Background: an optimization exercise with open tools, aiming at small area and a short achievable clock period. Do not read the settings as production practice. At most, simulation tests tie the RTL to the original design; equivalence was not proved. Only the layout flow was run in run 1; the RTL was not checked for function there.

==> design/flow/design.v <==
module mul_div_unit #(
    parameter int WIDTH   = 32,
    parameter int MUL_LAT = 5,
    parameter int DIV_LAT = 10
) (
    input  logic             clk,
    input  logic             reset,
    input  logic             start,
    input  logic [2:0]       op,
    input  logic [WIDTH-1:0] a,
    input  logic [WIDTH-1:0] b,
    input  logic             flush,
    output logic             busy,
    output logic             done,
    output logic [WIDTH-1:0] hi,
    output logic [WIDTH-1:0] lo
);
    logic [31:0] x;
    logic [33:0] ph;
    logic [31:0] pl;
    logic        f_div, f_sgn, neg_a;
    logic [3:0]  cnt;
    logic        run;             
    logic        m_last, d_first, d_last;    
    logic [34:0] xs;              
    logic        d_neg;           
    assign d_neg = f_sgn & x[31];
    assign xs    = {{3{d_neg}}, x};
    logic [34:0] ain [0:4];
    logic [34:0] pp  [0:3];
    logic [34:0] sum [0:3];
    logic [3:0]  qb, rneg;
    logic [3:0]  c_one, c_two, c_neg;
    assign ain[0] = {ph[33], ph};
    for (genvar k = 0; k < 4; k++) begin : g_row
        if (k == 0) begin : g_n0
            assign rneg[k] = c_neg[k];
        end else begin : g_nk
            assign rneg[k] = c_neg[k] ^ (f_div & ~qb[k-1]);
        end
        assign pp[k] = (({35{c_one[k]}} & xs) | ({35{c_two[k]}} & {xs[33:0], 1'b0}))
                     ^ {35{rneg[k]}};
        logic co_unused;
        if (k < 0) begin : g_fast
            add35_ks u_add (.a(ain[k]), .b(pp[k]), .ci(rneg[k]), .s(sum[k]), .co(co_unused));
        end else begin : g_small
            add35_bk u_add (.a(ain[k]), .b(pp[k]), .ci(rneg[k]), .s(sum[k]), .co(co_unused));
        end
        assign qb[k]    = ~sum[k][34];
        assign ain[k+1] = f_div ? {sum[k][33:0], pl[30-k]}
                                : {{2{sum[k][34]}}, sum[k][34:2]};
    end
    function automatic logic [2:0] booth(input logic [2:0] t);    
        booth[2] = t[1] ^ t[0];
        booth[1] = (t[2] & ~t[1] & ~t[0]) | (~t[2] & t[1] & t[0]);
        booth[0] = t[2];
    endfunction
    logic [8:0]  nb;              
    logic        n_div, n_dneg;
    always_comb begin
        if (!run) begin
            nb     = {a[7:0], 1'b0};
            n_div  = op[1];
            n_dneg = ~op[0] & b[31];
        end else begin
            nb     = (cnt == 4'd3) ? {6'd0, neg_a, neg_a, pl[7]} : pl[15:7];
            n_div  = f_div;
            n_dneg = d_neg;
        end
    end
    always_ff @(posedge clk) begin
        for (int k = 0; k < 4; k++) begin
            logic [2:0] bc;
            if (!n_div)
                bc = booth(nb[2*k +: 3]);
            else if (k == 0 && run && cnt == 4'd8)
                bc = {1'b0, ~qb[3], n_dneg};            
            else if (k == 0 && run && !d_first)
                bc = {2'b10, n_dneg ^ qb[3]};           
            else
                bc = {2'b10, ~n_dneg};                  
            c_one[k] <= bc[2];
            c_two[k] <= bc[1];
            c_neg[k] <= bc[0];
        end
    end
    function automatic logic [31:0] cneg(input logic [31:0] v, input logic en);
        logic [31:0] below;
        below[0] = 1'b0;
        for (int i = 1; i < 32; i++) below[i] = below[i-1] | v[i-1];
        cneg = v ^ ({32{en}} & below);
    endfunction
    logic [31:0] pl_abs;
    logic        neg_q, bz;
    assign pl_abs = cneg(pl, neg_a);
    assign neg_q  = (neg_a ^ d_neg) & ~bz;
    assign bz     = (x == 32'd0);
    logic last;
    assign last = f_div ? d_last : m_last;
    always_ff @(posedge clk) begin
        if (!run) begin
            x       <= b;
            ph      <= '0;
            pl      <= a;
            f_div   <= op[1];
            f_sgn   <= ~op[0];
            neg_a   <= ~op[0] & a[31];
            cnt     <= '0;
            m_last  <= 1'b0;
            d_first <= 1'b1;
            d_last  <= 1'b0;
        end else begin
            cnt     <= cnt + 4'd1;
            m_last  <= (cnt == 4'd3);
            d_first <= 1'b0;
            d_last  <= (cnt == 4'd8);
            if (!f_div) begin
                ph <= ain[4][33:0];
                pl <= {sum[3][1:0], sum[2][1:0], sum[1][1:0], sum[0][1:0], pl[31:8]};
            end else if (d_first) begin
                ph <= {33'd0, pl_abs[31]};
                pl <= pl_abs;
            end else begin
                ph <= ain[4][33:0];
                pl <= {pl[27:0], qb[0], qb[1], qb[2], qb[3]};
            end
        end
    end
    always_ff @(posedge clk or posedge reset) begin
        if (reset) begin
            run  <= 1'b0;
        end else if (!run) begin
            run  <= start & ~flush & ~op[2];
        end else begin
            run  <= ~flush & ~last;
        end
    end
    always_ff @(posedge clk or posedge reset) begin
        if (reset) begin
            busy <= 1'b0;
            done <= 1'b0;
            hi   <= '0;
            lo   <= '0;
        end else begin
            done <= 1'b0;
            if (!run) begin
                if (start && !flush) begin
                    if (!op[2]) busy <= 1'b1;
                    else if (op[1:0] == 2'b00) hi <= a;
                    else if (op[1:0] == 2'b01) lo <= a;
                end
            end else if (flush) begin
                busy <= 1'b0;
            end else if (last) begin
                busy <= 1'b0;
                done <= 1'b1;
                if (!f_div) begin
                    hi <= sum[0][31:0];
                    lo <= pl;
                end else begin
                    hi <= cneg(sum[0][32:1], neg_a);
                    lo <= cneg(pl, neg_q);
                end
            end
        end
    end
endmodule
module add35_ks (input logic [34:0] a, input logic [34:0] b, input logic ci,
    output logic [34:0] s, output logic co);
    logic [34:0] p, g;
    assign p = a ^ b;
    assign g = a & b;
    logic G_0_0;
    assign G_0_0 = ci;
    logic G_1_1, P_1_1;
    assign G_1_1 = g[0];
    assign P_1_1 = p[0];
    logic G_2_2, P_2_2;
    assign G_2_2 = g[1];
    assign P_2_2 = p[1];
    logic G_3_3, P_3_3;
    assign G_3_3 = g[2];
    assign P_3_3 = p[2];
    logic G_4_4, P_4_4;
    assign G_4_4 = g[3];
    assign P_4_4 = p[3];
    logic G_5_5, P_5_5;
    assign G_5_5 = g[4];
    assign P_5_5 = p[4];
    logic G_6_6, P_6_6;
    assign G_6_6 = g[5];
    assign P_6_6 = p[5];
    logic G_7_7, P_7_7;
    assign G_7_7 = g[6];
    assign P_7_7 = p[6];
    logic G_8_8, P_8_8;
    assign G_8_8 = g[7];
    assign P_8_8 = p[7];
    logic G_9_9, P_9_9;
    assign G_9_9 = g[8];
    assign P_9_9 = p[8];
    logic G_10_10, P_10_10;
    assign G_10_10 = g[9];
    assign P_10_10 = p[9];
    logic G_11_11, P_11_11;
    assign G_11_11 = g[10];
    assign P_11_11 = p[10];
    logic G_12_12, P_12_12;
    assign G_12_12 = g[11];
    assign P_12_12 = p[11];
    logic G_13_13, P_13_13;
    assign G_13_13 = g[12];
    assign P_13_13 = p[12];
    logic G_14_14, P_14_14;
    assign G_14_14 = g[13];
    assign P_14_14 = p[13];
    logic G_15_15, P_15_15;
    assign G_15_15 = g[14];
    assign P_15_15 = p[14];
    logic G_16_16, P_16_16;
    assign G_16_16 = g[15];
    assign P_16_16 = p[15];
    logic G_17_17, P_17_17;
    assign G_17_17 = g[16];
    assign P_17_17 = p[16];
    logic G_18_18, P_18_18;
    assign G_18_18 = g[17];
    assign P_18_18 = p[17];
    logic G_19_19, P_19_19;
    assign G_19_19 = g[18];
    assign P_19_19 = p[18];
    logic G_20_20, P_20_20;
    assign G_20_20 = g[19];
    assign P_20_20 = p[19];
    logic G_21_21, P_21_21;
    assign G_21_21 = g[20];
    assign P_21_21 = p[20];
    logic G_22_22, P_22_22;
    assign G_22_22 = g[21];
    assign P_22_22 = p[21];
    logic G_23_23, P_23_23;
    assign G_23_23 = g[22];
    assign P_23_23 = p[22];
    logic G_24_24, P_24_24;
    assign G_24_24 = g[23];
    assign P_24_24 = p[23];
    logic G_25_25, P_25_25;
    assign G_25_25 = g[24];
    assign P_25_25 = p[24];
    logic G_26_26, P_26_26;
    assign G_26_26 = g[25];
    assign P_26_26 = p[25];
    logic G_27_27, P_27_27;
    assign G_27_27 = g[26];
    assign P_27_27 = p[26];
    logic G_28_28, P_28_28;
    assign G_28_28 = g[27];
    assign P_28_28 = p[27];
    logic G_29_29, P_29_29;
    assign G_29_29 = g[28];
    assign P_29_29 = p[28];
    logic G_30_30, P_30_30;
    assign G_30_30 = g[29];
    assign P_30_30 = p[29];
    logic G_31_31, P_31_31;
    assign G_31_31 = g[30];
    assign P_31_31 = p[30];
    logic G_32_32, P_32_32;
    assign G_32_32 = g[31];
    assign P_32_32 = p[31];
    logic G_33_33, P_33_33;
    assign G_33_33 = g[32];
    assign P_33_33 = p[32];
    logic G_34_34, P_34_34;
    assign G_34_34 = g[33];
    assign P_34_34 = p[33];
    logic G_35_35, P_35_35;
    assign G_35_35 = g[34];
    assign P_35_35 = p[34];
    logic G_35_34;
    assign G_35_34 = G_35_35 | (P_35_35 & G_34_34);
    logic P_35_34;
    assign P_35_34 = P_35_35 & P_34_34;
    logic G_34_33;
    assign G_34_33 = G_34_34 | (P_34_34 & G_33_33);
    logic P_34_33;
    assign P_34_33 = P_34_34 & P_33_33;
    logic G_33_32;
    assign G_33_32 = G_33_33 | (P_33_33 & G_32_32);
    logic P_33_32;
    assign P_33_32 = P_33_33 & P_32_32;
    logic G_32_31;
    assign G_32_31 = G_32_32 | (P_32_32 & G_31_31);
    logic P_32_31;
    assign P_32_31 = P_32_32 & P_31_31;
    logic G_31_30;
    assign G_31_30 = G_31_31 | (P_31_31 & G_30_30);
    logic P_31_30;
    assign P_31_30 = P_31_31 & P_30_30;
    logic G_30_29;
    assign G_30_29 = G_30_30 | (P_30_30 & G_29_29);
    logic P_30_29;
    assign P_30_29 = P_30_30 & P_29_29;
    logic G_29_28;
    assign G_29_28 = G_29_29 | (P_29_29 & G_28_28);
    logic P_29_28;
    assign P_29_28 = P_29_29 & P_28_28;
    logic G_28_27;
    assign G_28_27 = G_28_28 | (P_28_28 & G_27_27);
    logic P_28_27;
    assign P_28_27 = P_28_28 & P_27_27;
    logic G_27_26;
    assign G_27_26 = G_27_27 | (P_27_27 & G_26_26);
    logic P_27_26;
    assign P_27_26 = P_27_27 & P_26_26;
    logic G_26_25;
    assign G_26_25 = G_26_26 | (P_26_26 & G_25_25);
    logic P_26_25;
    assign P_26_25 = P_26_26 & P_25_25;
    logic G_25_24;
    assign G_25_24 = G_25_25 | (P_25_25 & G_24_24);
    logic P_25_24;
    assign P_25_24 = P_25_25 & P_24_24;
    logic G_24_23;
    assign G_24_23 = G_24_24 | (P_24_24 & G_23_23);
    logic P_24_23;
    assign P_24_23 = P_24_24 & P_23_23;
    logic G_23_22;
    assign G_23_22 = G_23_23 | (P_23_23 & G_22_22);
    logic P_23_22;
    assign P_23_22 = P_23_23 & P_22_22;
    logic G_22_21;
    assign G_22_21 = G_22_22 | (P_22_22 & G_21_21);
    logic P_22_21;
    assign P_22_21 = P_22_22 & P_21_21;
    logic G_21_20;
    assign G_21_20 = G_21_21 | (P_21_21 & G_20_20);
    logic P_21_20;
    assign P_21_20 = P_21_21 & P_20_20;
    logic G_20_19;
    assign G_20_19 = G_20_20 | (P_20_20 & G_19_19);
    logic P_20_19;
    assign P_20_19 = P_20_20 & P_19_19;
    logic G_19_18;
    assign G_19_18 = G_19_19 | (P_19_19 & G_18_18);
    logic P_19_18;
    assign P_19_18 = P_19_19 & P_18_18;
    logic G_18_17;
    assign G_18_17 = G_18_18 | (P_18_18 & G_17_17);
    logic P_18_17;
    assign P_18_17 = P_18_18 & P_17_17;
    logic G_17_16;
    assign G_17_16 = G_17_17 | (P_17_17 & G_16_16);
    logic P_17_16;
    assign P_17_16 = P_17_17 & P_16_16;
    logic G_16_15;
    assign G_16_15 = G_16_16 | (P_16_16 & G_15_15);
    logic P_16_15;
    assign P_16_15 = P_16_16 & P_15_15;
    logic G_15_14;
    assign G_15_14 = G_15_15 | (P_15_15 & G_14_14);
    logic P_15_14;
    assign P_15_14 = P_15_15 & P_14_14;
    logic G_14_13;
    assign G_14_13 = G_14_14 | (P_14_14 & G_13_13);
    logic P_14_13;
    assign P_14_13 = P_14_14 & P_13_13;
    logic G_13_12;
    assign G_13_12 = G_13_13 | (P_13_13 & G_12_12);
    logic P_13_12;
    assign P_13_12 = P_13_13 & P_12_12;
    logic G_12_11;
    assign G_12_11 = G_12_12 | (P_12_12 & G_11_11);
    logic P_12_11;
    assign P_12_11 = P_12_12 & P_11_11;
    logic G_11_10;
    assign G_11_10 = G_11_11 | (P_11_11 & G_10_10);
    logic P_11_10;
    assign P_11_10 = P_11_11 & P_10_10;
    logic G_10_9;
    assign G_10_9 = G_10_10 | (P_10_10 & G_9_9);
    logic P_10_9;
    assign P_10_9 = P_10_10 & P_9_9;
    logic G_9_8;
    assign G_9_8 = G_9_9 | (P_9_9 & G_8_8);
    logic P_9_8;
    assign P_9_8 = P_9_9 & P_8_8;
    logic G_8_7;
    assign G_8_7 = G_8_8 | (P_8_8 & G_7_7);
    logic P_8_7;
    assign P_8_7 = P_8_8 & P_7_7;
    logic G_7_6;
    assign G_7_6 = G_7_7 | (P_7_7 & G_6_6);
    logic P_7_6;
    assign P_7_6 = P_7_7 & P_6_6;
    logic G_6_5;
    assign G_6_5 = G_6_6 | (P_6_6 & G_5_5);
    logic P_6_5;
    assign P_6_5 = P_6_6 & P_5_5;
    logic G_5_4;
    assign G_5_4 = G_5_5 | (P_5_5 & G_4_4);
    logic P_5_4;
    assign P_5_4 = P_5_5 & P_4_4;
    logic G_4_3;
    assign G_4_3 = G_4_4 | (P_4_4 & G_3_3);
    logic P_4_3;
    assign P_4_3 = P_4_4 & P_3_3;
    logic G_3_2;
    assign G_3_2 = G_3_3 | (P_3_3 & G_2_2);
    logic P_3_2;
    assign P_3_2 = P_3_3 & P_2_2;
    logic G_2_1;
    assign G_2_1 = G_2_2 | (P_2_2 & G_1_1);
    logic P_2_1;
    assign P_2_1 = P_2_2 & P_1_1;
    logic G_1_0;
    assign G_1_0 = G_1_1 | (P_1_1 & G_0_0);
    logic G_35_32;
    assign G_35_32 = G_35_34 | (P_35_34 & G_33_32);
    logic P_35_32;
    assign P_35_32 = P_35_34 & P_33_32;
    logic G_34_31;
    assign G_34_31 = G_34_33 | (P_34_33 & G_32_31);
    logic P_34_31;
    assign P_34_31 = P_34_33 & P_32_31;
    logic G_33_30;
    assign G_33_30 = G_33_32 | (P_33_32 & G_31_30);
    logic P_33_30;
    assign P_33_30 = P_33_32 & P_31_30;
    logic G_32_29;
    assign G_32_29 = G_32_31 | (P_32_31 & G_30_29);
    logic P_32_29;
    assign P_32_29 = P_32_31 & P_30_29;
    logic G_31_28;
    assign G_31_28 = G_31_30 | (P_31_30 & G_29_28);
    logic P_31_28;
    assign P_31_28 = P_31_30 & P_29_28;
    logic G_30_27;
    assign G_30_27 = G_30_29 | (P_30_29 & G_28_27);
    logic P_30_27;
    assign P_30_27 = P_30_29 & P_28_27;
    logic G_29_26;
    assign G_29_26 = G_29_28 | (P_29_28 & G_27_26);
    logic P_29_26;
    assign P_29_26 = P_29_28 & P_27_26;
    logic G_28_25;
    assign G_28_25 = G_28_27 | (P_28_27 & G_26_25);
    logic P_28_25;
    assign P_28_25 = P_28_27 & P_26_25;
    logic G_27_24;
    assign G_27_24 = G_27_26 | (P_27_26 & G_25_24);
    logic P_27_24;
    assign P_27_24 = P_27_26 & P_25_24;
    logic G_26_23;
    assign G_26_23 = G_26_25 | (P_26_25 & G_24_23);
    logic P_26_23;
    assign P_26_23 = P_26_25 & P_24_23;
    logic G_25_22;
    assign G_25_22 = G_25_24 | (P_25_24 & G_23_22);
    logic P_25_22;
    assign P_25_22 = P_25_24 & P_23_22;
    logic G_24_21;
    assign G_24_21 = G_24_23 | (P_24_23 & G_22_21);
    logic P_24_21;
    assign P_24_21 = P_24_23 & P_22_21;
    logic G_23_20;
    assign G_23_20 = G_23_22 | (P_23_22 & G_21_20);
    logic P_23_20;
    assign P_23_20 = P_23_22 & P_21_20;
    logic G_22_19;
    assign G_22_19 = G_22_21 | (P_22_21 & G_20_19);
    logic P_22_19;
    assign P_22_19 = P_22_21 & P_20_19;
    logic G_21_18;
    assign G_21_18 = G_21_20 | (P_21_20 & G_19_18);
    logic P_21_18;
    assign P_21_18 = P_21_20 & P_19_18;
    logic G_20_17;
    assign G_20_17 = G_20_19 | (P_20_19 & G_18_17);
    logic P_20_17;
    assign P_20_17 = P_20_19 & P_18_17;
    logic G_19_16;
    assign G_19_16 = G_19_18 | (P_19_18 & G_17_16);
    logic P_19_16;
    assign P_19_16 = P_19_18 & P_17_16;
    logic G_18_15;
    assign G_18_15 = G_18_17 | (P_18_17 & G_16_15);
    logic P_18_15;
    assign P_18_15 = P_18_17 & P_16_15;
    logic G_17_14;
    assign G_17_14 = G_17_16 | (P_17_16 & G_15_14);
    logic P_17_14;
    assign P_17_14 = P_17_16 & P_15_14;
    logic G_16_13;
    assign G_16_13 = G_16_15 | (P_16_15 & G_14_13);
    logic P_16_13;
    assign P_16_13 = P_16_15 & P_14_13;
    logic G_15_12;
    assign G_15_12 = G_15_14 | (P_15_14 & G_13_12);
    logic P_15_12;
    assign P_15_12 = P_15_14 & P_13_12;
    logic G_14_11;
    assign G_14_11 = G_14_13 | (P_14_13 & G_12_11);
    logic P_14_11;
    assign P_14_11 = P_14_13 & P_12_11;
    logic G_13_10;
    assign G_13_10 = G_13_12 | (P_13_12 & G_11_10);
    logic P_13_10;
    assign P_13_10 = P_13_12 & P_11_10;
    logic G_12_9;
    assign G_12_9 = G_12_11 | (P_12_11 & G_10_9);
    logic P_12_9;
    assign P_12_9 = P_12_11 & P_10_9;
    logic G_11_8;
    assign G_11_8 = G_11_10 | (P_11_10 & G_9_8);
    logic P_11_8;
    assign P_11_8 = P_11_10 & P_9_8;
    logic G_10_7;
    assign G_10_7 = G_10_9 | (P_10_9 & G_8_7);
    logic P_10_7;
    assign P_10_7 = P_10_9 & P_8_7;
    logic G_9_6;
    assign G_9_6 = G_9_8 | (P_9_8 & G_7_6);
    logic P_9_6;
    assign P_9_6 = P_9_8 & P_7_6;
    logic G_8_5;
    assign G_8_5 = G_8_7 | (P_8_7 & G_6_5);
    logic P_8_5;
    assign P_8_5 = P_8_7 & P_6_5;
    logic G_7_4;
    assign G_7_4 = G_7_6 | (P_7_6 & G_5_4);
    logic P_7_4;
    assign P_7_4 = P_7_6 & P_5_4;
    logic G_6_3;
    assign G_6_3 = G_6_5 | (P_6_5 & G_4_3);
    logic P_6_3;
    assign P_6_3 = P_6_5 & P_4_3;
    logic G_5_2;
    assign G_5_2 = G_5_4 | (P_5_4 & G_3_2);
    logic P_5_2;
    assign P_5_2 = P_5_4 & P_3_2;
    logic G_4_1;
    assign G_4_1 = G_4_3 | (P_4_3 & G_2_1);
    logic P_4_1;
    assign P_4_1 = P_4_3 & P_2_1;
    logic G_3_0;
    assign G_3_0 = G_3_2 | (P_3_2 & G_1_0);
    logic G_2_0;
    assign G_2_0 = G_2_1 | (P_2_1 & G_0_0);
    logic G_35_28;
    assign G_35_28 = G_35_32 | (P_35_32 & G_31_28);
    logic P_35_28;
    assign P_35_28 = P_35_32 & P_31_28;
    logic G_34_27;
    assign G_34_27 = G_34_31 | (P_34_31 & G_30_27);
    logic P_34_27;
    assign P_34_27 = P_34_31 & P_30_27;
    logic G_33_26;
    assign G_33_26 = G_33_30 | (P_33_30 & G_29_26);
    logic P_33_26;
    assign P_33_26 = P_33_30 & P_29_26;
    logic G_32_25;
    assign G_32_25 = G_32_29 | (P_32_29 & G_28_25);
    logic P_32_25;
    assign P_32_25 = P_32_29 & P_28_25;
    logic G_31_24;
    assign G_31_24 = G_31_28 | (P_31_28 & G_27_24);
    logic P_31_24;
    assign P_31_24 = P_31_28 & P_27_24;
    logic G_30_23;
    assign G_30_23 = G_30_27 | (P_30_27 & G_26_23);
    logic P_30_23;
    assign P_30_23 = P_30_27 & P_26_23;
    logic G_29_22;
    assign G_29_22 = G_29_26 | (P_29_26 & G_25_22);
    logic P_29_22;
    assign P_29_22 = P_29_26 & P_25_22;
    logic G_28_21;
    assign G_28_21 = G_28_25 | (P_28_25 & G_24_21);
    logic P_28_21;
    assign P_28_21 = P_28_25 & P_24_21;
    logic G_27_20;
    assign G_27_20 = G_27_24 | (P_27_24 & G_23_20);
    logic P_27_20;
    assign P_27_20 = P_27_24 & P_23_20;
    logic G_26_19;
    assign G_26_19 = G_26_23 | (P_26_23 & G_22_19);
    logic P_26_19;
    assign P_26_19 = P_26_23 & P_22_19;
    logic G_25_18;
    assign G_25_18 = G_25_22 | (P_25_22 & G_21_18);
    logic P_25_18;
    assign P_25_18 = P_25_22 & P_21_18;
    logic G_24_17;
    assign G_24_17 = G_24_21 | (P_24_21 & G_20_17);
    logic P_24_17;
    assign P_24_17 = P_24_21 & P_20_17;
    logic G_23_16;
    assign G_23_16 = G_23_20 | (P_23_20 & G_19_16);
    logic P_23_16;
    assign P_23_16 = P_23_20 & P_19_16;
    logic G_22_15;
    assign G_22_15 = G_22_19 | (P_22_19 & G_18_15);
    logic P_22_15;
    assign P_22_15 = P_22_19 & P_18_15;
    logic G_21_14;
    assign G_21_14 = G_21_18 | (P_21_18 & G_17_14);
    logic P_21_14;
    assign P_21_14 = P_21_18 & P_17_14;
    logic G_20_13;
    assign G_20_13 = G_20_17 | (P_20_17 & G_16_13);
    logic P_20_13;
    assign P_20_13 = P_20_17 & P_16_13;
    logic G_19_12;
    assign G_19_12 = G_19_16 | (P_19_16 & G_15_12);
    logic P_19_12;
    assign P_19_12 = P_19_16 & P_15_12;
    logic G_18_11;
    assign G_18_11 = G_18_15 | (P_18_15 & G_14_11);
    logic P_18_11;
    assign P_18_11 = P_18_15 & P_14_11;
    logic G_17_10;
    assign G_17_10 = G_17_14 | (P_17_14 & G_13_10);
    logic P_17_10;
    assign P_17_10 = P_17_14 & P_13_10;
    logic G_16_9;
    assign G_16_9 = G_16_13 | (P_16_13 & G_12_9);
    logic P_16_9;
    assign P_16_9 = P_16_13 & P_12_9;
    logic G_15_8;
    assign G_15_8 = G_15_12 | (P_15_12 & G_11_8);
    logic P_15_8;
    assign P_15_8 = P_15_12 & P_11_8;
    logic G_14_7;
    assign G_14_7 = G_14_11 | (P_14_11 & G_10_7);
    logic P_14_7;
    assign P_14_7 = P_14_11 & P_10_7;
    logic G_13_6;
    assign G_13_6 = G_13_10 | (P_13_10 & G_9_6);
    logic P_13_6;
    assign P_13_6 = P_13_10 & P_9_6;
    logic G_12_5;
    assign G_12_5 = G_12_9 | (P_12_9 & G_8_5);
    logic P_12_5;
    assign P_12_5 = P_12_9 & P_8_5;
    logic G_11_4;
    assign G_11_4 = G_11_8 | (P_11_8 & G_7_4);
    logic P_11_4;
    assign P_11_4 = P_11_8 & P_7_4;
    logic G_10_3;
    assign G_10_3 = G_10_7 | (P_10_7 & G_6_3);
    logic P_10_3;
    assign P_10_3 = P_10_7 & P_6_3;
    logic G_9_2;
    assign G_9_2 = G_9_6 | (P_9_6 & G_5_2);
    logic P_9_2;
    assign P_9_2 = P_9_6 & P_5_2;
    logic G_8_1;
    assign G_8_1 = G_8_5 | (P_8_5 & G_4_1);
    logic P_8_1;
    assign P_8_1 = P_8_5 & P_4_1;
    logic G_7_0;
    assign G_7_0 = G_7_4 | (P_7_4 & G_3_0);
    logic G_6_0;
    assign G_6_0 = G_6_3 | (P_6_3 & G_2_0);
    logic G_5_0;
    assign G_5_0 = G_5_2 | (P_5_2 & G_1_0);
    logic G_4_0;
    assign G_4_0 = G_4_1 | (P_4_1 & G_0_0);
    logic G_35_20;
    assign G_35_20 = G_35_28 | (P_35_28 & G_27_20);
    logic P_35_20;
    assign P_35_20 = P_35_28 & P_27_20;
    logic G_34_19;
    assign G_34_19 = G_34_27 | (P_34_27 & G_26_19);
    logic P_34_19;
    assign P_34_19 = P_34_27 & P_26_19;
    logic G_33_18;
    assign G_33_18 = G_33_26 | (P_33_26 & G_25_18);
    logic P_33_18;
    assign P_33_18 = P_33_26 & P_25_18;
    logic G_32_17;
    assign G_32_17 = G_32_25 | (P_32_25 & G_24_17);
    logic P_32_17;
    assign P_32_17 = P_32_25 & P_24_17;
    logic G_31_16;
    assign G_31_16 = G_31_24 | (P_31_24 & G_23_16);
    logic P_31_16;
    assign P_31_16 = P_31_24 & P_23_16;
    logic G_30_15;
    assign G_30_15 = G_30_23 | (P_30_23 & G_22_15);
    logic P_30_15;
    assign P_30_15 = P_30_23 & P_22_15;
    logic G_29_14;
    assign G_29_14 = G_29_22 | (P_29_22 & G_21_14);
    logic P_29_14;
    assign P_29_14 = P_29_22 & P_21_14;
    logic G_28_13;
    assign G_28_13 = G_28_21 | (P_28_21 & G_20_13);
    logic P_28_13;
    assign P_28_13 = P_28_21 & P_20_13;
    logic G_27_12;
    assign G_27_12 = G_27_20 | (P_27_20 & G_19_12);
    logic P_27_12;
    assign P_27_12 = P_27_20 & P_19_12;
    logic G_26_11;
    assign G_26_11 = G_26_19 | (P_26_19 & G_18_11);
    logic P_26_11;
    assign P_26_11 = P_26_19 & P_18_11;
    logic G_25_10;
    assign G_25_10 = G_25_18 | (P_25_18 & G_17_10);
    logic P_25_10;
    assign P_25_10 = P_25_18 & P_17_10;
    logic G_24_9;
    assign G_24_9 = G_24_17 | (P_24_17 & G_16_9);
    logic P_24_9;
    assign P_24_9 = P_24_17 & P_16_9;
    logic G_23_8;
    assign G_23_8 = G_23_16 | (P_23_16 & G_15_8);
    logic P_23_8;
    assign P_23_8 = P_23_16 & P_15_8;
    logic G_22_7;
    assign G_22_7 = G_22_15 | (P_22_15 & G_14_7);
    logic P_22_7;
    assign P_22_7 = P_22_15 & P_14_7;
    logic G_21_6;
    assign G_21_6 = G_21_14 | (P_21_14 & G_13_6);
    logic P_21_6;
    assign P_21_6 = P_21_14 & P_13_6;
    logic G_20_5;
    assign G_20_5 = G_20_13 | (P_20_13 & G_12_5);
    logic P_20_5;
    assign P_20_5 = P_20_13 & P_12_5;
    logic G_19_4;
    assign G_19_4 = G_19_12 | (P_19_12 & G_11_4);
    logic P_19_4;
    assign P_19_4 = P_19_12 & P_11_4;
    logic G_18_3;
    assign G_18_3 = G_18_11 | (P_18_11 & G_10_3);
    logic P_18_3;
    assign P_18_3 = P_18_11 & P_10_3;
    logic G_17_2;
    assign G_17_2 = G_17_10 | (P_17_10 & G_9_2);
    logic P_17_2;
    assign P_17_2 = P_17_10 & P_9_2;
    logic G_16_1;
    assign G_16_1 = G_16_9 | (P_16_9 & G_8_1);
    logic P_16_1;
    assign P_16_1 = P_16_9 & P_8_1;
    logic G_15_0;
    assign G_15_0 = G_15_8 | (P_15_8 & G_7_0);
    logic G_14_0;
    assign G_14_0 = G_14_7 | (P_14_7 & G_6_0);
    logic G_13_0;
    assign G_13_0 = G_13_6 | (P_13_6 & G_5_0);
    logic G_12_0;
    assign G_12_0 = G_12_5 | (P_12_5 & G_4_0);
    logic G_11_0;
    assign G_11_0 = G_11_4 | (P_11_4 & G_3_0);
    logic G_10_0;
    assign G_10_0 = G_10_3 | (P_10_3 & G_2_0);
    logic G_9_0;
    assign G_9_0 = G_9_2 | (P_9_2 & G_1_0);
    logic G_8_0;
    assign G_8_0 = G_8_1 | (P_8_1 & G_0_0);
    logic G_35_4;
    assign G_35_4 = G_35_20 | (P_35_20 & G_19_4);
    logic P_35_4;
    assign P_35_4 = P_35_20 & P_19_4;
    logic G_34_3;
    assign G_34_3 = G_34_19 | (P_34_19 & G_18_3);
    logic P_34_3;
    assign P_34_3 = P_34_19 & P_18_3;
    logic G_33_2;
    assign G_33_2 = G_33_18 | (P_33_18 & G_17_2);
    logic P_33_2;
    assign P_33_2 = P_33_18 & P_17_2;
    logic G_32_1;
    assign G_32_1 = G_32_17 | (P_32_17 & G_16_1);
    logic P_32_1;
    assign P_32_1 = P_32_17 & P_16_1;
    logic G_31_0;
    assign G_31_0 = G_31_16 | (P_31_16 & G_15_0);
    logic G_30_0;
    assign G_30_0 = G_30_15 | (P_30_15 & G_14_0);
    logic G_29_0;
    assign G_29_0 = G_29_14 | (P_29_14 & G_13_0);
    logic G_28_0;
    assign G_28_0 = G_28_13 | (P_28_13 & G_12_0);
    logic G_27_0;
    assign G_27_0 = G_27_12 | (P_27_12 & G_11_0);
    logic G_26_0;
    assign G_26_0 = G_26_11 | (P_26_11 & G_10_0);
    logic G_25_0;
    assign G_25_0 = G_25_10 | (P_25_10 & G_9_0);
    logic G_24_0;
    assign G_24_0 = G_24_9 | (P_24_9 & G_8_0);
    logic G_23_0;
    assign G_23_0 = G_23_8 | (P_23_8 & G_7_0);
    logic G_22_0;
    assign G_22_0 = G_22_7 | (P_22_7 & G_6_0);
    logic G_21_0;
    assign G_21_0 = G_21_6 | (P_21_6 & G_5_0);
    logic G_20_0;
    assign G_20_0 = G_20_5 | (P_20_5 & G_4_0);
    logic G_19_0;
    assign G_19_0 = G_19_4 | (P_19_4 & G_3_0);
    logic G_18_0;
    assign G_18_0 = G_18_3 | (P_18_3 & G_2_0);
    logic G_17_0;
    assign G_17_0 = G_17_2 | (P_17_2 & G_1_0);
    logic G_16_0;
    assign G_16_0 = G_16_1 | (P_16_1 & G_0_0);
    logic G_35_0;
    assign G_35_0 = G_35_4 | (P_35_4 & G_3_0);
    logic G_34_0;
    assign G_34_0 = G_34_3 | (P_34_3 & G_2_0);
    logic G_33_0;
    assign G_33_0 = G_33_2 | (P_33_2 & G_1_0);
    logic G_32_0;
    assign G_32_0 = G_32_1 | (P_32_1 & G_0_0);
    assign s[0] = p[0] ^ G_0_0;
    assign s[1] = p[1] ^ G_1_0;
    assign s[2] = p[2] ^ G_2_0;
    assign s[3] = p[3] ^ G_3_0;
    assign s[4] = p[4] ^ G_4_0;
    assign s[5] = p[5] ^ G_5_0;
    assign s[6] = p[6] ^ G_6_0;
    assign s[7] = p[7] ^ G_7_0;
    assign s[8] = p[8] ^ G_8_0;
    assign s[9] = p[9] ^ G_9_0;
    assign s[10] = p[10] ^ G_10_0;
    assign s[11] = p[11] ^ G_11_0;
    assign s[12] = p[12] ^ G_12_0;
    assign s[13] = p[13] ^ G_13_0;
    assign s[14] = p[14] ^ G_14_0;
    assign s[15] = p[15] ^ G_15_0;
    assign s[16] = p[16] ^ G_16_0;
    assign s[17] = p[17] ^ G_17_0;
    assign s[18] = p[18] ^ G_18_0;
    assign s[19] = p[19] ^ G_19_0;
    assign s[20] = p[20] ^ G_20_0;
    assign s[21] = p[21] ^ G_21_0;
    assign s[22] = p[22] ^ G_22_0;
    assign s[23] = p[23] ^ G_23_0;
    assign s[24] = p[24] ^ G_24_0;
    assign s[25] = p[25] ^ G_25_0;
    assign s[26] = p[26] ^ G_26_0;
    assign s[27] = p[27] ^ G_27_0;
    assign s[28] = p[28] ^ G_28_0;
    assign s[29] = p[29] ^ G_29_0;
    assign s[30] = p[30] ^ G_30_0;
    assign s[31] = p[31] ^ G_31_0;
    assign s[32] = p[32] ^ G_32_0;
    assign s[33] = p[33] ^ G_33_0;
    assign s[34] = p[34] ^ G_34_0;
    assign co = G_35_0;
endmodule
module add35_bk (input logic [34:0] a, input logic [34:0] b, input logic ci,
    output logic [34:0] s, output logic co);
    logic [34:0] p, g;
    assign p = a ^ b;
    assign g = a & b;
    logic G_0_0;
    assign G_0_0 = ci;
    logic G_1_1, P_1_1;
    assign G_1_1 = g[0];
    assign P_1_1 = p[0];
    logic G_2_2, P_2_2;
    assign G_2_2 = g[1];
    assign P_2_2 = p[1];
    logic G_3_3, P_3_3;
    assign G_3_3 = g[2];
    assign P_3_3 = p[2];
    logic G_4_4, P_4_4;
    assign G_4_4 = g[3];
    assign P_4_4 = p[3];
    logic G_5_5, P_5_5;
    assign G_5_5 = g[4];
    assign P_5_5 = p[4];
    logic G_6_6, P_6_6;
    assign G_6_6 = g[5];
    assign P_6_6 = p[5];
    logic G_7_7, P_7_7;
    assign G_7_7 = g[6];
    assign P_7_7 = p[6];
    logic G_8_8, P_8_8;
    assign G_8_8 = g[7];
    assign P_8_8 = p[7];
    logic G_9_9, P_9_9;
    assign G_9_9 = g[8];
    assign P_9_9 = p[8];
    logic G_10_10, P_10_10;
    assign G_10_10 = g[9];
    assign P_10_10 = p[9];
    logic G_11_11, P_11_11;
    assign G_11_11 = g[10];
    assign P_11_11 = p[10];
    logic G_12_12, P_12_12;
    assign G_12_12 = g[11];
    assign P_12_12 = p[11];
    logic G_13_13, P_13_13;
    assign G_13_13 = g[12];
    assign P_13_13 = p[12];
    logic G_14_14, P_14_14;
    assign G_14_14 = g[13];
    assign P_14_14 = p[13];
    logic G_15_15, P_15_15;
    assign G_15_15 = g[14];
    assign P_15_15 = p[14];
    logic G_16_16, P_16_16;
    assign G_16_16 = g[15];
    assign P_16_16 = p[15];
    logic G_17_17, P_17_17;
    assign G_17_17 = g[16];
    assign P_17_17 = p[16];
    logic G_18_18, P_18_18;
    assign G_18_18 = g[17];
    assign P_18_18 = p[17];
    logic G_19_19, P_19_19;
    assign G_19_19 = g[18];
    assign P_19_19 = p[18];
    logic G_20_20, P_20_20;
    assign G_20_20 = g[19];
    assign P_20_20 = p[19];
    logic G_21_21, P_21_21;
    assign G_21_21 = g[20];
    assign P_21_21 = p[20];
    logic G_22_22, P_22_22;
    assign G_22_22 = g[21];
    assign P_22_22 = p[21];
    logic G_23_23, P_23_23;
    assign G_23_23 = g[22];
    assign P_23_23 = p[22];
    logic G_24_24, P_24_24;
    assign G_24_24 = g[23];
    assign P_24_24 = p[23];
    logic G_25_25, P_25_25;
    assign G_25_25 = g[24];
    assign P_25_25 = p[24];
    logic G_26_26, P_26_26;
    assign G_26_26 = g[25];
    assign P_26_26 = p[25];
    logic G_27_27, P_27_27;
    assign G_27_27 = g[26];
    assign P_27_27 = p[26];
    logic G_28_28, P_28_28;
    assign G_28_28 = g[27];
    assign P_28_28 = p[27];
    logic G_29_29, P_29_29;
    assign G_29_29 = g[28];
    assign P_29_29 = p[28];
    logic G_30_30, P_30_30;
    assign G_30_30 = g[29];
    assign P_30_30 = p[29];
    logic G_31_31, P_31_31;
    assign G_31_31 = g[30];
    assign P_31_31 = p[30];
    logic G_32_32, P_32_32;
    assign G_32_32 = g[31];
    assign P_32_32 = p[31];
    logic G_33_33, P_33_33;
    assign G_33_33 = g[32];
    assign P_33_33 = p[32];
    logic G_34_34, P_34_34;
    assign G_34_34 = g[33];
    assign P_34_34 = p[33];
    logic G_35_35, P_35_35;
    assign G_35_35 = g[34];
    assign P_35_35 = p[34];
    logic G_1_0;
    assign G_1_0 = G_1_1 | (P_1_1 & G_0_0);
    logic G_3_2;
    assign G_3_2 = G_3_3 | (P_3_3 & G_2_2);
    logic P_3_2;
    assign P_3_2 = P_3_3 & P_2_2;
    logic G_5_4;
    assign G_5_4 = G_5_5 | (P_5_5 & G_4_4);
    logic P_5_4;
    assign P_5_4 = P_5_5 & P_4_4;
    logic G_7_6;
    assign G_7_6 = G_7_7 | (P_7_7 & G_6_6);
    logic P_7_6;
    assign P_7_6 = P_7_7 & P_6_6;
    logic G_9_8;
    assign G_9_8 = G_9_9 | (P_9_9 & G_8_8);
    logic P_9_8;
    assign P_9_8 = P_9_9 & P_8_8;
    logic G_11_10;
    assign G_11_10 = G_11_11 | (P_11_11 & G_10_10);
    logic P_11_10;
    assign P_11_10 = P_11_11 & P_10_10;
    logic G_13_12;
    assign G_13_12 = G_13_13 | (P_13_13 & G_12_12);
    logic P_13_12;
    assign P_13_12 = P_13_13 & P_12_12;
    logic G_15_14;
    assign G_15_14 = G_15_15 | (P_15_15 & G_14_14);
    logic P_15_14;
    assign P_15_14 = P_15_15 & P_14_14;
    logic G_17_16;
    assign G_17_16 = G_17_17 | (P_17_17 & G_16_16);
    logic P_17_16;
    assign P_17_16 = P_17_17 & P_16_16;
    logic G_19_18;
    assign G_19_18 = G_19_19 | (P_19_19 & G_18_18);
    logic P_19_18;
    assign P_19_18 = P_19_19 & P_18_18;
    logic G_21_20;
    assign G_21_20 = G_21_21 | (P_21_21 & G_20_20);
    logic P_21_20;
    assign P_21_20 = P_21_21 & P_20_20;
    logic G_23_22;
    assign G_23_22 = G_23_23 | (P_23_23 & G_22_22);
    logic P_23_22;
    assign P_23_22 = P_23_23 & P_22_22;
    logic G_25_24;
    assign G_25_24 = G_25_25 | (P_25_25 & G_24_24);
    logic P_25_24;
    assign P_25_24 = P_25_25 & P_24_24;
    logic G_27_26;
    assign G_27_26 = G_27_27 | (P_27_27 & G_26_26);
    logic P_27_26;
    assign P_27_26 = P_27_27 & P_26_26;
    logic G_29_28;
    assign G_29_28 = G_29_29 | (P_29_29 & G_28_28);
    logic P_29_28;
    assign P_29_28 = P_29_29 & P_28_28;
    logic G_31_30;
    assign G_31_30 = G_31_31 | (P_31_31 & G_30_30);
    logic P_31_30;
    assign P_31_30 = P_31_31 & P_30_30;
    logic G_33_32;
    assign G_33_32 = G_33_33 | (P_33_33 & G_32_32);
    logic P_33_32;
    assign P_33_32 = P_33_33 & P_32_32;
    logic G_35_34;
    assign G_35_34 = G_35_35 | (P_35_35 & G_34_34);
    logic P_35_34;
    assign P_35_34 = P_35_35 & P_34_34;
    logic G_3_0;
    assign G_3_0 = G_3_2 | (P_3_2 & G_1_0);
    logic G_7_4;
    assign G_7_4 = G_7_6 | (P_7_6 & G_5_4);
    logic P_7_4;
    assign P_7_4 = P_7_6 & P_5_4;
    logic G_11_8;
    assign G_11_8 = G_11_10 | (P_11_10 & G_9_8);
    logic P_11_8;
    assign P_11_8 = P_11_10 & P_9_8;
    logic G_15_12;
    assign G_15_12 = G_15_14 | (P_15_14 & G_13_12);
    logic P_15_12;
    assign P_15_12 = P_15_14 & P_13_12;
    logic G_19_16;
    assign G_19_16 = G_19_18 | (P_19_18 & G_17_16);
    logic P_19_16;
    assign P_19_16 = P_19_18 & P_17_16;
    logic G_23_20;
    assign G_23_20 = G_23_22 | (P_23_22 & G_21_20);
    logic P_23_20;
    assign P_23_20 = P_23_22 & P_21_20;
    logic G_27_24;
    assign G_27_24 = G_27_26 | (P_27_26 & G_25_24);
    logic P_27_24;
    assign P_27_24 = P_27_26 & P_25_24;
    logic G_31_28;
    assign G_31_28 = G_31_30 | (P_31_30 & G_29_28);
    logic P_31_28;
    assign P_31_28 = P_31_30 & P_29_28;
    logic G_35_32;
    assign G_35_32 = G_35_34 | (P_35_34 & G_33_32);
    logic P_35_32;
    assign P_35_32 = P_35_34 & P_33_32;
    logic G_7_0;
    assign G_7_0 = G_7_4 | (P_7_4 & G_3_0);
    logic G_15_8;
    assign G_15_8 = G_15_12 | (P_15_12 & G_11_8);
    logic P_15_8;
    assign P_15_8 = P_15_12 & P_11_8;
    logic G_23_16;
    assign G_23_16 = G_23_20 | (P_23_20 & G_19_16);
    logic P_23_16;
    assign P_23_16 = P_23_20 & P_19_16;
    logic G_31_24;
    assign G_31_24 = G_31_28 | (P_31_28 & G_27_24);
    logic P_31_24;
    assign P_31_24 = P_31_28 & P_27_24;
    logic G_15_0;
    assign G_15_0 = G_15_8 | (P_15_8 & G_7_0);
    logic G_31_16;
    assign G_31_16 = G_31_24 | (P_31_24 & G_23_16);
    logic P_31_16;
    assign P_31_16 = P_31_24 & P_23_16;
    logic G_31_0;
    assign G_31_0 = G_31_16 | (P_31_16 & G_15_0);
    logic G_23_0;
    assign G_23_0 = G_23_16 | (P_23_16 & G_15_0);
    logic G_11_0;
    assign G_11_0 = G_11_8 | (P_11_8 & G_7_0);
    logic G_19_0;
    assign G_19_0 = G_19_16 | (P_19_16 & G_15_0);
    logic G_27_0;
    assign G_27_0 = G_27_24 | (P_27_24 & G_23_0);
    logic G_35_0;
    assign G_35_0 = G_35_32 | (P_35_32 & G_31_0);
    logic G_5_0;
    assign G_5_0 = G_5_4 | (P_5_4 & G_3_0);
    logic G_9_0;
    assign G_9_0 = G_9_8 | (P_9_8 & G_7_0);
    logic G_13_0;
    assign G_13_0 = G_13_12 | (P_13_12 & G_11_0);
    logic G_17_0;
    assign G_17_0 = G_17_16 | (P_17_16 & G_15_0);
    logic G_21_0;
    assign G_21_0 = G_21_20 | (P_21_20 & G_19_0);
    logic G_25_0;
    assign G_25_0 = G_25_24 | (P_25_24 & G_23_0);
    logic G_29_0;
    assign G_29_0 = G_29_28 | (P_29_28 & G_27_0);
    logic G_33_0;
    assign G_33_0 = G_33_32 | (P_33_32 & G_31_0);
    logic G_2_0;
    assign G_2_0 = G_2_2 | (P_2_2 & G_1_0);
    logic G_4_0;
    assign G_4_0 = G_4_4 | (P_4_4 & G_3_0);
    logic G_6_0;
    assign G_6_0 = G_6_6 | (P_6_6 & G_5_0);
    logic G_8_0;
    assign G_8_0 = G_8_8 | (P_8_8 & G_7_0);
    logic G_10_0;
    assign G_10_0 = G_10_10 | (P_10_10 & G_9_0);
    logic G_12_0;
    assign G_12_0 = G_12_12 | (P_12_12 & G_11_0);
    logic G_14_0;
    assign G_14_0 = G_14_14 | (P_14_14 & G_13_0);
    logic G_16_0;
    assign G_16_0 = G_16_16 | (P_16_16 & G_15_0);
    logic G_18_0;
    assign G_18_0 = G_18_18 | (P_18_18 & G_17_0);
    logic G_20_0;
    assign G_20_0 = G_20_20 | (P_20_20 & G_19_0);
    logic G_22_0;
    assign G_22_0 = G_22_22 | (P_22_22 & G_21_0);
    logic G_24_0;
    assign G_24_0 = G_24_24 | (P_24_24 & G_23_0);
    logic G_26_0;
    assign G_26_0 = G_26_26 | (P_26_26 & G_25_0);
    logic G_28_0;
    assign G_28_0 = G_28_28 | (P_28_28 & G_27_0);
    logic G_30_0;
    assign G_30_0 = G_30_30 | (P_30_30 & G_29_0);
    logic G_32_0;
    assign G_32_0 = G_32_32 | (P_32_32 & G_31_0);
    logic G_34_0;
    assign G_34_0 = G_34_34 | (P_34_34 & G_33_0);
    assign s[0] = p[0] ^ G_0_0;
    assign s[1] = p[1] ^ G_1_0;
    assign s[2] = p[2] ^ G_2_0;
    assign s[3] = p[3] ^ G_3_0;
    assign s[4] = p[4] ^ G_4_0;
    assign s[5] = p[5] ^ G_5_0;
    assign s[6] = p[6] ^ G_6_0;
    assign s[7] = p[7] ^ G_7_0;
    assign s[8] = p[8] ^ G_8_0;
    assign s[9] = p[9] ^ G_9_0;
    assign s[10] = p[10] ^ G_10_0;
    assign s[11] = p[11] ^ G_11_0;
    assign s[12] = p[12] ^ G_12_0;
    assign s[13] = p[13] ^ G_13_0;
    assign s[14] = p[14] ^ G_14_0;
    assign s[15] = p[15] ^ G_15_0;
    assign s[16] = p[16] ^ G_16_0;
    assign s[17] = p[17] ^ G_17_0;
    assign s[18] = p[18] ^ G_18_0;
    assign s[19] = p[19] ^ G_19_0;
    assign s[20] = p[20] ^ G_20_0;
    assign s[21] = p[21] ^ G_21_0;
    assign s[22] = p[22] ^ G_22_0;
    assign s[23] = p[23] ^ G_23_0;
    assign s[24] = p[24] ^ G_24_0;
    assign s[25] = p[25] ^ G_25_0;
    assign s[26] = p[26] ^ G_26_0;
    assign s[27] = p[27] ^ G_27_0;
    assign s[28] = p[28] ^ G_28_0;
    assign s[29] = p[29] ^ G_29_0;
    assign s[30] = p[30] ^ G_30_0;
    assign s[31] = p[31] ^ G_31_0;
    assign s[32] = p[32] ^ G_32_0;
    assign s[33] = p[33] ^ G_33_0;
    assign s[34] = p[34] ^ G_34_0;
    assign co = G_35_0;
endmodule
==> design/flow/flow/run.sh <==
#!/bin/bash
# The standard layout (standard synthesis included), with the port
# buffers made from the smallest plain buffer, and a clock tree of
# clkbuf_8 under a clkbuf_16 root, without dummy loads.
set -euo pipefail
bash standard.sh \
  BUFFER_PORTS_ARGS="-buffer_cell sky130_fd_sc_hd__buf_1" \
  CTS_ARGS="-sink_clustering_enable -repair_clock_nets -root_buf sky130_fd_sc_hd__clkbuf_16 -buf_list sky130_fd_sc_hd__clkbuf_8 -dont_use_dummy_load" \
  finish > standard.log 2>&1
==> design/flow/standard.sh <==
#!/bin/bash
# synth_recipe.tcl (not shown) runs the flow's synth.tcl, then flattens the netlist and writes it again
# the make line also repeats each setting of config.mk as NAME=value (left out here)
make -C /OpenROAD-flow-scripts/flow DESIGN_CONFIG=/design/flow/config.mk WORK_HOME=/design/flow/orfs CLKGATE_MAP_FILE= SYNTH_SCRIPT=/design/flow/synth_recipe.tcl "${@:-finish}"
==> design/flow/config.mk <==
export PLATFORM = sky130hd
export DESIGN_NAME = mul_div_unit
export DESIGN_NICKNAME = mul_div_unit
export VERILOG_FILES = /design/flow/design.v
export SDC_FILE = /design/flow/constraint.sdc
export NUM_CORES = 4
export LEC_CHECK = 0
export ABC_AREA = 1
export CAP_MARGIN = 20
export CORE_MARGIN = 2
export CORE_UTILIZATION = 65
export SLEW_MARGIN = 20
==> design/flow/constraint.sdc <==
create_clock -name core_clock -period 90.0 [get_ports {clk}]
set_input_delay 18.0000 -clock core_clock [delete_from_list [all_inputs] [get_ports {clk}]]
set_output_delay 18.0000 -clock core_clock [all_outputs]
set_load 0.01 [all_outputs]
==> metrics.yaml, run 1 <==
run_status:
  status: "finished clean"
clock_network:
  cts-root-buf: "clkbuf_16"
  post-cts-setup-buffers: 0
  cts_resized: 0
  holdBufCountCts: 0
  clk_latency_ns: 0.42
  cts_tree: "done"
  clock_path_buffers: 2
  clock-sinks: 187
  clk_pin_slew_worst_paths_ns: 0.12
  h-tree-depth: 4
  cts_made_buffers: 17
synth:
  ys_seq_area_share_pct: 24.1
  synth_cell_types: 56
  yosys_warnings: 6
  synth-edff-count: 35
  synth_top_area_share_pct: 9.24
  yosys.area.top_type: "dfxtp_1"
  syn-cell-area_um2: 18400
  synth_cells: 2477
  syn-num-nets: 2746
  synth-seq-cells: 187
  synthArstFlopShare_pct: 35.8
  syn_avg_cell_area_um2: 7.43
  synth_ff_type: "dfxtp_1"
  ys_top_cells_by_area: "dfxtp_1 (9.2%), dfrtp_1 (9.1%), ha_1 (8.8%)"
drt:
  num_vias: 18500
  remaining_drc_errors: 0
  drt_iter0_markers: 2516
  ant_nets: 0
  vias_per_cell: 6.37
  firstDrtPassIters: 8
  routed_wirelength_um: 60800
  wl_per_cell_um: 20.9
floorplan:
  core_area_um2: 27900
  pin_count: 137
  die_area_um2: 29700
  die_y_um: 172
  rows: 61
  fp.dieW_um: 172
  start_util_pct: 66.1
timing:
  skew_ns: 0.0441
  rsz0062_at_grt: "no"
  setup_tns_ns: 0
  slew_viol_final: 0
  worst_pin_slew_ns: 1.15
  max_slew_margin_pct: 23.4
  fin_crit_sh_pct: 21.6
  timing.fmax_ghz: 0.0514
  setup_violations: 0
  hold_violations: 0
  final.min_clock_period_ns: 19.44
critical_path:
  path_cells: "buf_1 -> nor2_1 -> inv_1 -> nand2_1 -> o21ai_0 -> nor2_1 -> nand2_1 -> clkinv_1 -> buf_4 -> nor2_1 -> a31oi_1"
  cp-end-kind: "flip-flop"
  max_stage_delay_ns: 0.44
  cp_num_buf_inv: 4
  worstSetupStartpointType: "input port"
  cp.required_ns: 90.32
  crit_slowest_cell: "buf_4"
  critical-path-top-delay-family: "simple AND/OR/NAND/NOR gates"
  endpoint: "lo[30]$_DFFE_PP0P_"
  critPathMostFrequentCell: "nor2_1"
  crit_cells: 11
  r2r-end: "c_neg[0]$_DFF_P_"
  worstPathArrival_ns: 19.76
  reg2regPathDepth: 88
  path_max_fanout: 51
  worstSetupStartpoint: "flush"
  worstReg2RegStart: "x[2]$_DFFE_PN_"
  rrSetupSlack_ns: 72.38
  crit_type: "in2reg"
grt:
  grt.overflow.total: 0
  grt_max_degree: 68
  grtUsageTotal_pct: 41.1
  grt_pass1_wl_um: 93700
  antenna_found_initial: 0
  grt_pass1_vias: 17200
cells_and_area:
  layout-drive-gt1-share_pct: 3.83
  area_growth_pct: 5.31
  final_nets: 2806
  fillers: 2439
  diodes: 0
  fin_area_um2: 19400
placed_design:
  numPortBuffers: 136
  dp_hpwl_um: 45600
  dpl_cell_area_um2: 19100
  routabilityCongestion: 0.950
flow_run:
  drv_cap: 0
worst_hold_path:
  holdCritPathClass: "reg2reg"
[cells in the mapped netlist (4+ instances only)]
library cell	count
buf_1	35
a31oi_1	80
a31o_2	4
or2_2	10
o22ai_1	156
o2111ai_1	13
a21oi_1	93
nor3_1	10
o221ai_1	25
o211ai_1	13
fa_1	68
inv_1	339
nand2_2	4
dfrtp_1	67
clkinv_1	29
nor2_1	145
nand3_1	108
nand4_1	38
clkbuf_1	83
nor2_4	8
a21o_1	20
nand2_1	383
xor2_1	155
xnor2_1	69
a221oi_1	14
dfxtp_1	85
o21ai_0	189
ha_1	130
o31ai_1	5
o21ai_1	7
edfxtp_1	35
o21bai_1	7
[final cells by class]
class                           instances  area, µm²  share of cell area, %
Clock buffer                           17        245                   1.26
Inverter                              371       1400                   7.21
Multi-Input combinational cell       1798      12100                   62.6
Sequential cell                       187       4440                   22.9
Tap cell                              378        473                   2.44
Timing Repair Buffer                  162        706                   3.64
[layout by cell type (no fill, tap or decap), drive strengths merged, types with 3 or more instances in the layout]
cell type,netlist,layout
o21bai,7,7
nand2,390,390
a31o,4,4
inv,342,343
o221ai,25,25
o21ai,197,197
a21o,20,20
nor2,156,156
a211o,3,3
xor2,158,158
dfrtp,67,67
o2111ai,13,13
xnor2,70,70
a21boi,6,6
o22ai,156,156
edfxtp,35,35
fa,68,68
a221oi,14,14
ha,130,130
a21oi,93,93
nand4,42,42
nand3,111,111
clkinv,29,28
clkbuf,83,17
dfxtp,85,85
a31oi,80,80
buf,38,162
o21a,3,3
nor3,10,10
or2,10,10
o211ai,13,13
o31ai,5,5
[cells by family (layout without fill, tap and decap cells)]
family,after synthesis,after routing,share of synthesized area [%]
simple gates,722,722,17.1
flops,187,187,24.1
buf+inv,492,550,10.1
mux,2,2,0.109
compound gates,648,648,21.4
xor+xnor,228,228,11.1
fa+ha+maj,198,198,16.2
[layer usage]
layer / GRT usage (%) / wire, µm / up-vias
li1: - / - / 8525
met1: 56.5 / 24900 / 8691
met2: 62.4 / 26300 / 1135
met3: 9.57 / 7320 / 194
met4: 16.6 / 2260 / 0
met5: 0 / 0 / -
[flip-flops by register name (all words and copies together) (netlist names), 4 cells and up]
name   flops
cnt        4
c_neg      4
lo        32
x         32
c_two      4
ph        34
hi        32
c_one      4
pl        32
[through the flow]
| stage | util, % | instances | hold slack, ns | setup slack, ns |
|---|---|---|---|---|
| CTS | 69.6 | 2913 | 0.488 | 70.62 |
| detailed placement | 68.7 | 2896 | 0.459 | 70.22 |
| global placement | 68.7 | 2896 | 0.449 | 70.32 |
| finish | 69.6 | 2913 | 0.480 | 70.56 |
| floorplan | - | 2477 | 0.430 | 70.32 |
| global route | 69.6 | 2913 | 0.524 | 70.37 |
[how the worst min path moves through the flow]
stage / from / endpoint / cells past startpoint
5_1_grt: cnt[0]$_SDFF_PN0_ / cnt[0]$_SDFF_PN0_ / 1
3_5_place_dp: cnt[0]$_SDFF_PN0_ / cnt[0]$_SDFF_PN0_ / 1
3_3_place_gp: cnt[0]$_SDFF_PN0_ / cnt[0]$_SDFF_PN0_ / 1
4_1_cts: cnt[0]$_SDFF_PN0_ / cnt[0]$_SDFF_PN0_ / 1
2_1_floorplan: cnt[0]$_SDFF_PN0_ / cnt[0]$_SDFF_PN0_ / 1
6_report: cnt[0]$_SDFF_PN0_ / cnt[0]$_SDFF_PN0_ / 1
[worst reg2reg max path: cells and delay by family, from the launching register on]
family	cells	cell delay, ns
compound gates	24	5.85
simple gates	33	4.02
fa+ha+maj	8	2.92
xor+xnor	11	2.25
buf+inv	12	2.06
flops	1	0.43
==> run 2, diff against run 1 <==
--- a/design/flow/design.v
+++ b/design/flow/design.v
@@ -92,5 +92,5 @@
     endfunction
-    logic [31:0] pl_abs;
+    logic [31:0] pl_neg;
     logic        neg_q, bz;
-    assign pl_abs = cneg(pl, neg_a);
+    assign pl_neg = cneg(pl, d_first ? neg_a : (f_div & neg_q));
     assign neg_q  = (neg_a ^ d_neg) & ~bz;
@@ -120,4 +120,4 @@
             end else if (d_first) begin
-                ph <= {33'd0, pl_abs[31]};
-                pl <= pl_abs;
+                ph <= {33'd0, pl_neg[31]};
+                pl <= pl_neg;
             end else begin
@@ -156,9 +156,4 @@
                 done <= 1'b1;
-                if (!f_div) begin
-                    hi <= sum[0][31:0];
-                    lo <= pl;
-                end else begin
-                    hi <= cneg(sum[0][32:1], neg_a);
-                    lo <= cneg(pl, neg_q);
-                end
+                hi <= f_div ? cneg(sum[0][32:1], neg_a) : sum[0][31:0];
+                lo <= pl_neg;
             end
--- a/design/flow/flow/run.sh
+++ b/design/flow/flow/run.sh
@@ -7,3 +7,3 @@
   BUFFER_PORTS_ARGS="-buffer_cell sky130_fd_sc_hd__buf_1" \
-  CTS_ARGS="-sink_clustering_enable -repair_clock_nets -root_buf sky130_fd_sc_hd__clkbuf_16 -buf_list sky130_fd_sc_hd__clkbuf_8 -dont_use_dummy_load" \
+  CTS_ARGS="-sink_clustering_enable -repair_clock_nets -root_buf sky130_fd_sc_hd__clkbuf_16 -buf_list sky130_fd_sc_hd__clkbuf_8 -sink_clustering_size 12 -dont_use_dummy_load" \
   finish > standard.log 2>&1
==> run 2 against run 1 <==
Critical path depth decreased by 2; routed wire length down 8.4%; final area decreased by 3.1%; sequential share of layout area up 0.73 points; worst hold slack barely moved; maximum frequency increased by 0.54%; core utilization rose by 0.13 points; die area decreased by 2.8%; register-to-register slack got worse by 0.99 ns; global-route usage down 2.4 points; critical path type unchanged; largest cell class unchanged.
==> metrics.yaml, run 2 <==
run_status:
  status: "finished clean"
clock_network:
  h-tree-depth: 4
  clock_path_buffers: 2
  post-cts-setup-buffers: 0
  cts_made_buffers: 17
  clock-sinks: 187
  clk_pin_slew_worst_paths_ns: 0.10
  clk_latency_ns: 0.43
  cts_resized: 0
  cts-root-buf: "clkbuf_16"
  cts_tree: "done"
  holdBufCountCts: 0
timing:
  timing.fmax_ghz: 0.0517
  setup_violations: 0
  slew_viol_final: 0
  skew_ns: 0.0454
  fin_crit_sh_pct: 21.5
  worst_hold_slack_ns: 0.479
  max_slew_margin_pct: 24.9
  final.min_clock_period_ns: 19.34
  rsz0062_at_grt: "no"
  worst_pin_slew_ns: 1.12
  hold_violations: 0
  setup_tns_ns: 0
critical_path:
  reg2regPathDepth: 80
  path_max_fanout: 56
  crit_type: "in2reg"
  worstPathArrival_ns: 19.63
  cp-end-kind: "flip-flop"
  cp.required_ns: 90.29
  worstSetupStartpointType: "input port"
floorplan:
  start_util_pct: 66.3
  die_area_um2: 28800
  fp.dieW_um: 170
  die_y_um: 170
  core_area_um2: 27000
  rows: 60
  pin_count: 137
synth:
  synthArstFlopShare_pct: 35.8
  yosys_warnings: 6
  synth_ff_type: "dfxtp_1"
  yosysMostFrequentCell: "nand2_1"
  synthTopCellsByCount: "nand2_1 (362), inv_1 (355), o21ai_0 (177), nor2_1 (161), o22ai_1 (159)"
  syn-cell-area_um2: 17900
  syn_avg_cell_area_um2: 7.50
  ys_seq_area_share_pct: 24.8
  ys_top_cells_by_area: "dfxtp_1 (9.5%), dfrtp_1 (9.4%), ha_1 (9.1%)"
  syn-num-nets: 2654
  synth_cells: 2385
  synth_cell_types: 55
  yosys.area.top_type: "dfxtp_1"
  synth-edff-count: 35
  synth_top_area_share_pct: 9.52
  synth-seq-cells: 187
placed_design:
  dp.cells: 2766
  routabilityCongestion: 0.941
  dp_hpwl_um: 41700
  numPortBuffers: 136
cells_and_area:
  layout_commonest_cell: "nand2_1"
  final_nets: 2713
  largest-register: "ph"
  diodes: 0
  regArea_um2: 4440
  final_cell_mix: "nand2_1 (361), inv_1 (350), o21ai_0 (177)"
  fillers: 2312
  multiInputGateArea_um2: 11600
  largest_reg_flops: 34
  layoutNonFillerInstCount: 2783
  area_growth_pct: 5.12
  layout-drive-gt1-share_pct: 3.32
drt:
  ant_nets: 0
  drt_iter0_markers: 1795
  routed_wirelength_um: 55700
  num_vias: 17400
  remaining_drc_errors: 0
  vias_per_cell: 6.27
  wl_per_cell_um: 20.0
  firstDrtPassIters: 6
grt:
  grt.overflow.total: 0
  antenna_found_initial: 2
  grt_max_degree: 76
  grt_pass1_vias: 16700
  grt_pass1_wl_um: 87400
  grtUsageTotal_pct: 38.7
worst_hold_path:
  holdCritPathClass: "reg2reg"
  whs_path_depth: 1
flow_run:
  drv_cap: 0
## run 2: kinds of logic after synthesis
family,synth area share [%]
AO/OA/AOI/OAI,20.9
adder cells (fa/ha/maj),16.7
buffers and inverters,10.1
AND/OR/NAND/NOR,15.8
multiplexers,0.112
flip-flops,24.8
XOR/XNOR,11.7
## run 2: critical path: stages
cell	delay, ns
buf_1	0.07
nor2_1	0.12
inv_1	0.09
o21ai_0	0.16
nand2_1	0.27
inv_1	0.12
buf_4	0.46
nor2_1	0.10
a21oi_1	0.19
## run 2: area by class of cell
| cell class | instances | share of cell area (%) |
|---|---|---|
| well taps | 341 | 2.27 |
| clock buffers | 17 | 1.31 |
| repair buffers | 157 | 3.56 |
| multi-input cells | 1718 | 62.0 |
| flip-flops and latches | 187 | 23.6 |
| inverters | 363 | 7.27 |
## run 2: worst paths after layout
path	from	endpoint	slack, ns
max in group asynchronous	reset	hi[29]$_DFFE_PP0P_	71.50
min reg2reg	cnt[0]$_SDFF_PN0_	cnt[0]$_SDFF_PN0_	0.48
max	op[1]	hi[29]$_DFFE_PP0P_	70.66
max reg2reg	c_neg[0]$_DFF_P_	ph[33]$_SDFF_PN0_	71.39
min	cnt[0]$_SDFF_PN0_	cnt[0]$_SDFF_PN0_	0.48
min in group asynchronous	reset	hi[7]$_DFFE_PP0P_	17.49
## run 2: layer usage
layer	track usage (%)	share of wire [%]	routed length, µm
met5	0	0.049	27
met4	17.2	4.4	2450
met3	8.26	9.4	5220
met2	64.7	47	26000
met1	48.3	40	22000
## run 2: stage by stage
stage / setup slack (ns) / cell area [µm²] / util, %
floorplan: 70.32 / 17900 / -
global placement: 70.42 / 18500 / 68.8
detailed placement: 70.32 / 18500 / 68.8
CTS: 70.71 / 18800 / 69.7
global route: 70.17 / 18800 / 69.7
finish: 70.66 / 18800 / 69.7

## static timing again, ports no longer ideal
No port has a modelled driver above. Below, the same layouts with a new extraction and two added sets of constraints.
Step 1: set_driving_cell puts a clkbuf_16 on clk and a buf_2 on each other input, an assumption about the parent block.
Step 2 adds t to the input delays and takes it off the output delays; t is the mean of the earliest and latest rising clock arrival at the registers after step 1. Input paths then give back, and output paths get back, about the clock's delay inside the block.
Three values: no drivers, after step 1, after step 2; two values: the first two.
run	t, ns	setup WS [ns]	hold WS [ns]	worst slew at a driven data input, ns
run 1	0.450	70.560 / 70.590 / 70.140	0.480 / 0.480 / 0.480	0.04
run 2	0.457	70.664 / 70.696 / 70.239	0.479 / 0.479 / 0.479	0.04
After both steps every run listed still meets setup and hold. For run 2, which loses most, drivers alone change the setup slack by +0.032 ns; drivers and shift together by -0.425 ns.
